Source: an optimization exercise on an open RTL-to-GDS flow (aim: small area, a short achievable clock period and few clock cycles per item). Production flows keep margins and buffers that such runs may drop.
RTL that was checked went through simulation tests only; none was proved equivalent to the original.

==> flow/design.v (excerpt) <==
module dct8_stream #(
    parameter int IN_W        = 8,
    parameter int OUT_W       = 14,
    parameter int LEVEL_SHIFT = 0
) (
    input  logic                    clk,
    input  logic                    rst,
    input  logic                    en,
    input  logic                    in_valid,
    output logic                    in_ready,
    input  logic [IN_W-1:0]         x0,
    input  logic [IN_W-1:0]         x1,
    input  logic [IN_W-1:0]         x2,
    input  logic [IN_W-1:0]         x3,
    input  logic [IN_W-1:0]         x4,
    input  logic [IN_W-1:0]         x5,
    input  logic [IN_W-1:0]         x6,
    input  logic [IN_W-1:0]         x7,
    output logic                    out_valid,
    input  logic                    out_ready,
    output logic signed [OUT_W-1:0] y0,
    output logic signed [OUT_W-1:0] y1,
    output logic signed [OUT_W-1:0] y2,
    output logic signed [OUT_W-1:0] y3,
    output logic signed [OUT_W-1:0] y4,
    output logic signed [OUT_W-1:0] y5,
    output logic signed [OUT_W-1:0] y6,
    output logic signed [OUT_W-1:0] y7
);
    logic sv;             
    logic v2;             
    logic r2, r3;         
    logic acc;
    assign in_ready = ~sv;
    assign acc      = in_valid & ~sv;
    assign r3 = ~out_valid | out_ready;
    assign r2 = ~v2 | r3;
    always_ff @(posedge clk) begin
        if (rst) begin
            sv        <= 1'b0;
            v2        <= 1'b0;
            out_valid <= 1'b0;
        end else if (en) begin
            if (r3) out_valid <= v2;
            if (r2) begin
                v2 <= sv | acc;
                sv <= 1'b0;
            end else if (acc) begin
                sv <= 1'b1;
            end
        end
    end
    logic [7:0] xin [8];
    logic [7:0] sk  [8];
    logic [7:0] xm  [8];
    assign xin[0] = x0;
    assign xin[1] = x1;
    assign xin[2] = x2;
    assign xin[3] = x3;
    assign xin[4] = x4;
    assign xin[5] = x5;
    assign xin[6] = x6;
    assign xin[7] = x7;
    always_ff @(posedge clk) begin
        if (~sv)
            for (int i = 0; i < 8; i++) sk[i] <= xin[i];
    end
    always_comb
        for (int i = 0; i < 8; i++) xm[i] = sv ? sk[i] : xin[i];
    logic [8:0] a_n [4];
    logic [8:0] b_n [4];
    for (genvar i = 0; i < 4; i++) begin : g_bfly
  ...
Size: ~2,900 cells after synthesis, about 36,000 sq um of cells after synthesis.
Settings: LEC_CHECK=0, CAP_MARGIN=20, CORE_MARGIN=2, CORE_UTILIZATION=50, SLEW_MARGIN=20, SYNTH_HIERARCHICAL=1; clock period 12.0 ns.
standard.sh (not shown) runs the stock make flow with config.mk's settings and CLKGATE_MAP_FILE= SYNTH_SCRIPT=/design/flow/synth_recipe.tcl, a recipe that flattens the netlist after the stock synthesis.
==> flow/flow/run.sh <==
#!/bin/bash
# Standard ORFS layout, with repair_timing aiming below the clock period and
# plain buffers on the ports.
set -euo pipefail
bash standard.sh SETUP_SLACK_MARGIN=7.4 "BUFFER_PORTS_ARGS=-buffer_cell sky130_fd_sc_hd__buf_2" finish > standard_flow.log 2>&1
==> next run, changes <==
--- a/flow/design.v
+++ b/flow/design.v
@@ -65,18 +65,18 @@
         if (~sv)
             for (int i = 0; i < 8; i++) sk[i] <= xin[i];
     end
     always_comb
         for (int i = 0; i < 8; i++) xm[i] = sv ? sk[i] : xin[i];
     logic [8:0] a_n [4];
     logic [8:0] b_n [4];
     for (genvar i = 0; i < 4; i++) begin : g_bfly
-        dct_bf_cs #(.SUB(0)) ua (.a(xm[i]), .b(xm[7-i]), .y(a_n[i]));
-        dct_bf_cs #(.SUB(1)) ub (.a(xm[i]), .b(xm[7-i]), .y(b_n[i]));
+        dct_addsub #(.W(8), .SUB(0)) ua (.a(xm[i]), .b(xm[7-i]), .y(a_n[i]));
+        dct_addsub #(.W(8), .SUB(1)) ub (.a(xm[i]), .b(xm[7-i]), .y(b_n[i]));
     end
     logic [8:0] ss_n, sc_n, es_n, ec_n;
     for (genvar j = 0; j < 9; j++) begin : g_l1
         dct_fa us (.a(a_n[0][j]), .b(a_n[1][j]), .c(a_n[2][j]), .s(ss_n[j]), .co(sc_n[j]));
         dct_fa ue (.a(a_n[1][j]), .b(a_n[2][j]), .c(~a_n[0][j]), .s(es_n[j]), .co(ec_n[j]));
     end
     logic [8:0] ss_r, sc_r, es_r, ec_r;
     logic [8:0] a0_r, a1_r, a2_r, a3_r;
@@ -2850,54 +2850,8 @@
     input  logic [3:0] a,
     input  logic [3:0] b,
     output logic [4:0] y
 );
     logic [4:0] t;
     assign t = {1'b0, a} + {1'b0, ~b} + 5'(CI);
     assign y = {~t[4], t[3:0]};
 endmodule
-module dct_bf_cs #(
-    parameter int SUB = 0
-) (
-    input  logic [7:0] a,
-    input  logic [7:0] b,
-    output logic [8:0] y
-);
-    logic [3:0] lo;
-    logic [4:0] h0, h1;
-    logic       c4;
-    dct_bfl #(.SUB(SUB)) u_lo (.a(a[3:0]), .b(b[3:0]), .y(lo), .co(c4));
-    dct_bfh #(.SUB(SUB), .CI(0)) u_h0 (.a(a[7:4]), .b(b[7:4]), .y(h0));
-    dct_bfh #(.SUB(SUB), .CI(1)) u_h1 (.a(a[7:4]), .b(b[7:4]), .y(h1));
-    assign y = {c4 ? h1 : h0, lo};
-endmodule
-module dct_bfl #(
-    parameter int SUB = 0
-) (
-    input  logic [3:0] a,
-    input  logic [3:0] b,
-    output logic [3:0] y,
-    output logic       co
-);
-    if (SUB != 0) begin : g_s
-        assign {co, y} = {1'b0, a} + {1'b0, ~b} + 5'd1;
-    end else begin : g_a
-        assign {co, y} = {1'b0, a} + {1'b0, b};
-    end
-endmodule
-module dct_bfh #(
-    parameter int SUB = 0,
-    parameter int CI  = 0
-) (
-    input  logic [3:0] a,
-    input  logic [3:0] b,
-    output logic [4:0] y
-);
-    logic [4:0] t;
-    if (SUB != 0) begin : g_s
-        assign t = {1'b0, a} + {1'b0, ~b} + 5'(CI);
-        assign y = {~t[4], t[3:0]};
-    end else begin : g_a
-        assign t = {1'b0, a} + {1'b0, b} + 5'(CI);
-        assign y = t;
-    end
-endmodule
Outcome: The changed run went through all stages and came out clean. First-iteration DRC count goes down by about 12%. Setup slack gets better by 0.014 ns. Design area goes down by 1.8%. Clock-buffer cell count goes down by 1. Global-route usage goes down by 0.61 points. Clock skew goes up by 0.0080 ns. Wire length goes down by about 4.3%. Die area goes down by about 2.3%.
Function was not checked in any run of this note: the RTL went through the layout flow alone.

---

dct8_stream, a different RTL version from the one above (not shown whole).
Size: roughly 2,900 cells after synthesis.
==> module dct_carry, before the edit <==
module dct_carry #(
    parameter int         W  = 8,
    parameter logic [W-1:0] IA = '0,
    parameter logic [W-1:0] IB = '0
) (
    input  logic [W-1:0] a,
    input  logic [W-1:0] b,
    output logic         co
);
    localparam int L = (W <= 1) ? 0 : (W <= 2) ? 1 : (W <= 4) ? 2 : (W <= 8) ? 3 : (W <= 16) ? 4 : 5;
    logic [W-1:0] ae, be;
    logic [W-1:0] g [L+1];
    logic [W-1:0] t [L+1];
    assign ae   = a ^ IA;
    assign be   = b ^ IB;
    assign g[0] = ae & be;
    assign t[0] = ae | be;
    for (genvar l = 0; l < L; l++) begin : g_lvl
        for (genvar i = 0; i < W; i++) begin : g_bit
            if (((i >> l) & 1) == 1) begin : g_op
                localparam int J = ((i >> l) << l) - 1;
                assign g[l+1][i] = g[l][i] | (t[l][i] & g[l][J]);
                assign t[l+1][i] = t[l][i] & t[l][J];
            end else begin : g_pass
                assign g[l+1][i] = g[l][i];
                assign t[l+1][i] = t[l][i];
            end
        end
    end
    assign co = g[L][W-1];
endmodule
clock: 12.0 ns
lec_check: 0
cap_margin: 20
core_margin: 2
core_utilization: 50
slew_margin: 20
synth_hierarchical: 1
Scripts as last shown in full above: flow/flow/run.sh
The baseline passed the timing, design-rule and antenna checks.
Testbench counts at the start, summed over its fixed seeds: cycles 1,040, items 1,024.
Rerun with:
--- a/flow/design.v
+++ b/flow/design.v
@@ -2744,13 +2744,13 @@
     parameter logic [W-1:0] IB = '0
 ) (
     input  logic [W-1:0] a,
     input  logic [W-1:0] b,
     output logic         co
 );
-    localparam int L = (W <= 1) ? 0 : (W <= 2) ? 1 : (W <= 4) ? 2 : (W <= 8) ? 3 : (W <= 16) ? 4 : 5;
+    localparam int L = $clog2(W);
     logic [W-1:0] ae, be;
     logic [W-1:0] g [L+1];
     logic [W-1:0] t [L+1];
     assign ae   = a ^ IA;
     assign be   = b ^ IB;
     assign g[0] = ae & be;
Worst hold slack does not change.
Sequential share of layout area does not change.
Register-to-register slack barely changes.
Final area does not change.
Final cell count stays the same.
Only the layout flow was run in the second run of this note; the RTL was not checked for function there.

---

== JK ==
dct8_stream, a different RTL version from the one above (not shown whole).
For scale: roughly 270 flip-flops, ~35,000 sq um of cells after synthesis.
clock: 12.0 ns
lec_check: 0
cap_margin: 20
core_margin: 2
core_utilization: 50
slew_margin: 20
synth_hierarchical: 1
Scripts as last shown in full above: flow/flow/run.sh
The inputs of MS differ from those of JK as listed below.
diff --git a/flow/design.v b/flow/design.v
--- a/flow/design.v
+++ b/flow/design.v
@@ -65,21 +65,22 @@
         if (~sv)
             for (int i = 0; i < 8; i++) sk[i] <= xin[i];
     end
     always_comb
         for (int i = 0; i < 8; i++) xm[i] = sv ? sk[i] : xin[i];
     logic [8:0] a_n [4];
+    logic [8:0] an_n [4];    
     logic [8:0] b_n [4];
     for (genvar i = 0; i < 4; i++) begin : g_bfly
-        dct_addsub #(.W(8), .SUB(0)) ua (.a(xm[i]), .b(xm[7-i]), .y(a_n[i]));
-        dct_addsub #(.W(8), .SUB(1)) ub (.a(xm[i]), .b(xm[7-i]), .y(b_n[i]));
+        dct_addsub #(.W(8), .SUB(0)) ua (.a(xm[i]), .b(xm[7-i]), .y(a_n[i]), .yn(an_n[i]));
+        dct_addsub #(.W(8), .SUB(1)) ub (.a(xm[i]), .b(xm[7-i]), .y(b_n[i]), .yn());
     end
     logic [8:0] ss_n, sc_n, es_n, ec_n;
     for (genvar j = 0; j < 9; j++) begin : g_l1
         dct_fa us (.a(a_n[0][j]), .b(a_n[1][j]), .c(a_n[2][j]), .s(ss_n[j]), .co(sc_n[j]));
-        dct_fa ue (.a(a_n[1][j]), .b(a_n[2][j]), .c(~a_n[0][j]), .s(es_n[j]), .co(ec_n[j]));
+        dct_fa ue (.a(a_n[1][j]), .b(a_n[2][j]), .c(an_n[0][j]), .s(es_n[j]), .co(ec_n[j]));
     end
     logic [8:0] ss_r, sc_r, es_r, ec_r;
     logic [8:0] a0_r, a1_r, a2_r, a3_r;
     logic [8:0] b0_r, b1_r, b2_r, b3_r;
     always_ff @(posedge clk) begin
         if (en & r2) begin
@@ -1765,14 +1766,14 @@
     dct_fa us21 (.a(es_r[3]), .b(ec_r[2]), .c(~a3_r[3]), .s(s21), .co(c22));
     dct_fa us23 (.a(es_r[4]), .b(ec_r[3]), .c(~a3_r[4]), .s(s23), .co(c24));
     dct_fa us25 (.a(es_r[5]), .b(ec_r[4]), .c(~a3_r[5]), .s(s25), .co(c26));
     dct_fa us27 (.a(es_r[6]), .b(ec_r[5]), .c(~a3_r[6]), .s(s27), .co(c28));
     dct_fa us29 (.a(es_r[7]), .b(ec_r[6]), .c(~a3_r[7]), .s(s29), .co(c30));
     dct_fa us31 (.a(es_r[8]), .b(ec_r[7]), .c(~a3_r[8]), .s(s31), .co(c32));
-    dct_addsub #(.W(9), .SUB(1)) ud0 (.a(a0_r), .b(a3_r), .y(d0));
-    dct_addsub #(.W(9), .SUB(1)) ud1 (.a(a1_r), .b(a2_r), .y(d1));
+    dct_addsub #(.W(9), .SUB(1)) ud0 (.a(a0_r), .b(a3_r), .y(d0), .yn());
+    dct_addsub #(.W(9), .SUB(1)) ud1 (.a(a1_r), .b(a2_r), .y(d1), .yn());
     dct_fa us33 (.a(~a3_r[0]), .b(a3_r[1]), .c(ss_r[0]), .s(s33), .co(c34));
     dct_fa us35 (.a(sc_r[8]), .b(a3_r[1]), .c(ss_r[0]), .s(s35), .co(c36));
     dct_ha us37 (.a(s1), .b(c16), .s(s37), .co(c38));
     dct_ha us39 (.a(c2), .b(c14), .s(s39), .co(c40));
     dct_fa us41 (.a(ss_r[0]), .b(a3_r[0]), .c(a3_r[1]), .s(s41), .co(c42));
     dct_ha us43 (.a(c10), .b(c6), .s(s43), .co(c44));
@@ -2727,38 +2728,21 @@
 module dct_addsub #(
     parameter int W   = 9,
     parameter int SUB = 0
 ) (
     input  logic [W-1:0] a,
     input  logic [W-1:0] b,
-    output logic [W:0]   y
+    output logic [W:0]   y,
+    output logic [W:0]   yn
 );
-    localparam int N = W + 1;    
-    localparam int L = (N <= 2) ? 1 : (N <= 4) ? 2 : (N <= 8) ? 3 : (N <= 16) ? 4 : 5;
-    logic [W-1:0] be;
-    logic [N-1:0] g [L+1];
-    logic [N-1:0] p [L+1];
-    logic [W-1:0] x;
-    assign be   = (SUB != 0) ? ~b : b;
-    assign x    = a ^ be;
-    assign g[0] = {a & be, (SUB != 0) ? 1'b1 : 1'b0};
-    assign p[0] = {x, 1'b0};
-    for (genvar l = 0; l < L; l++) begin : g_lvl
-        for (genvar i = 0; i < N; i++) begin : g_bit
-            if (((i >> l) & 1) == 1) begin : g_op
-                localparam int J = ((i >> l) << l) - 1;
-                assign g[l+1][i] = g[l][i] | (p[l][i] & g[l][J]);
-                assign p[l+1][i] = p[l][i] & p[l][J];
-            end else begin : g_pass
-                assign g[l+1][i] = g[l][i];
-                assign p[l+1][i] = p[l][i];
-            end
-        end
+    if (SUB != 0) begin : g_sub
+        assign y = {1'b0, a} - {1'b0, b};
+    end else begin : g_add
+        assign y = {1'b0, a} + {1'b0, b};
     end
-    assign y[W-1:0] = x ^ g[L][W-1:0];
-    assign y[W]     = (SUB != 0) ? ~g[L][W] : g[L][W];
+    assign yn = ~y;
 endmodule
 module dct_carry #(
     parameter int         W  = 8,
     parameter logic [W-1:0] IA = '0,
     parameter logic [W-1:0] IB = '0
 ) (
--- outcome ---
- MS ended with every stage complete and zero timing, DRC or antenna violations.
- MS ends up with a multi-input combinational gate total that is 5.9% higher than in JK.
- Global router's overall resource usage on MS is down relative to JK.
- Compared to JK, MS has cell area after technology mapping 1.5% higher.
- The wire length of the first global-routing pass of MS was inferior to that of JK.
- Changes observed in MS relative to JK: number of buffers created by CTS now sits lower, antenna diode instance count now sits at about the same level, pre-CTS setup slack now sits higher, placed standard-cell area now sits higher, synthesized cell count now sits higher.
- When MS is measured against JK, its floorplan die area turns out about 1.5% higher.
- Taking JK as the reference, in MS routed wire length shows an increase of about 2.5%; HPWL after detailed placement higher; cell area up about 1.2%.
No run of this note included a check of the RTL's function; only the layout flow was run.

[afterwards: timing with drivers on the ports]
The results above use ideal ports. As a check the final layouts listed here were re-extracted and re-timed, cells and wires unchanged. Step 1, drivers: a clkbuf_16 drives clk and a buf_2 each remaining input, both assumed. Step 2 adds t to the input delays and takes it off the output delays; t is the mean of the earliest and latest rising clock arrival at the registers after step 1. Input paths then give back, and output paths get back, about the clock's delay inside the block. Slacks: ideal ports / drivers / drivers and shift; pairs: ideal ports / drivers.
| run | t (ns) | setup WS [ns] | hold WS [ns] | latest minus earliest clock arrival (ns) | slew at the worst register clock pin (ns) |
|---|---|---|---|---|---|
| the first run of note 1 | 0.627 | 7.316 / 7.316 / 6.878 | 0.494 / 0.494 / 0.494 | 0.027 / 0.027 | 0.07 / 0.07 |
| the second run of note 1 | 0.621 | 7.330 / 7.330 / 6.901 | 0.492 / 0.492 / 0.492 | 0.033 / 0.033 | 0.06 / 0.06 |
| the first run of note 2 | 0.623 | 7.418 / 7.418 / 6.877 | 0.500 / 0.500 / 0.500 | 0.017 / 0.017 | 0.06 / 0.06 |
| the second run of note 2 | 0.623 | 7.418 / 7.418 / 6.877 | 0.500 / 0.500 / 0.500 | 0.017 / 0.017 | 0.06 / 0.06 |
| JK | 0.618 | 7.062 / 7.062 / 6.915 | 0.498 / 0.498 / 0.498 | 0.036 / 0.036 | 0.07 / 0.07 |
| MS | 0.625 | 7.390 / 7.390 / 6.942 | 0.503 / 0.503 / 0.503 | 0.022 / 0.022 | 0.06 / 0.06 |
After both steps every run listed still meets setup and hold.
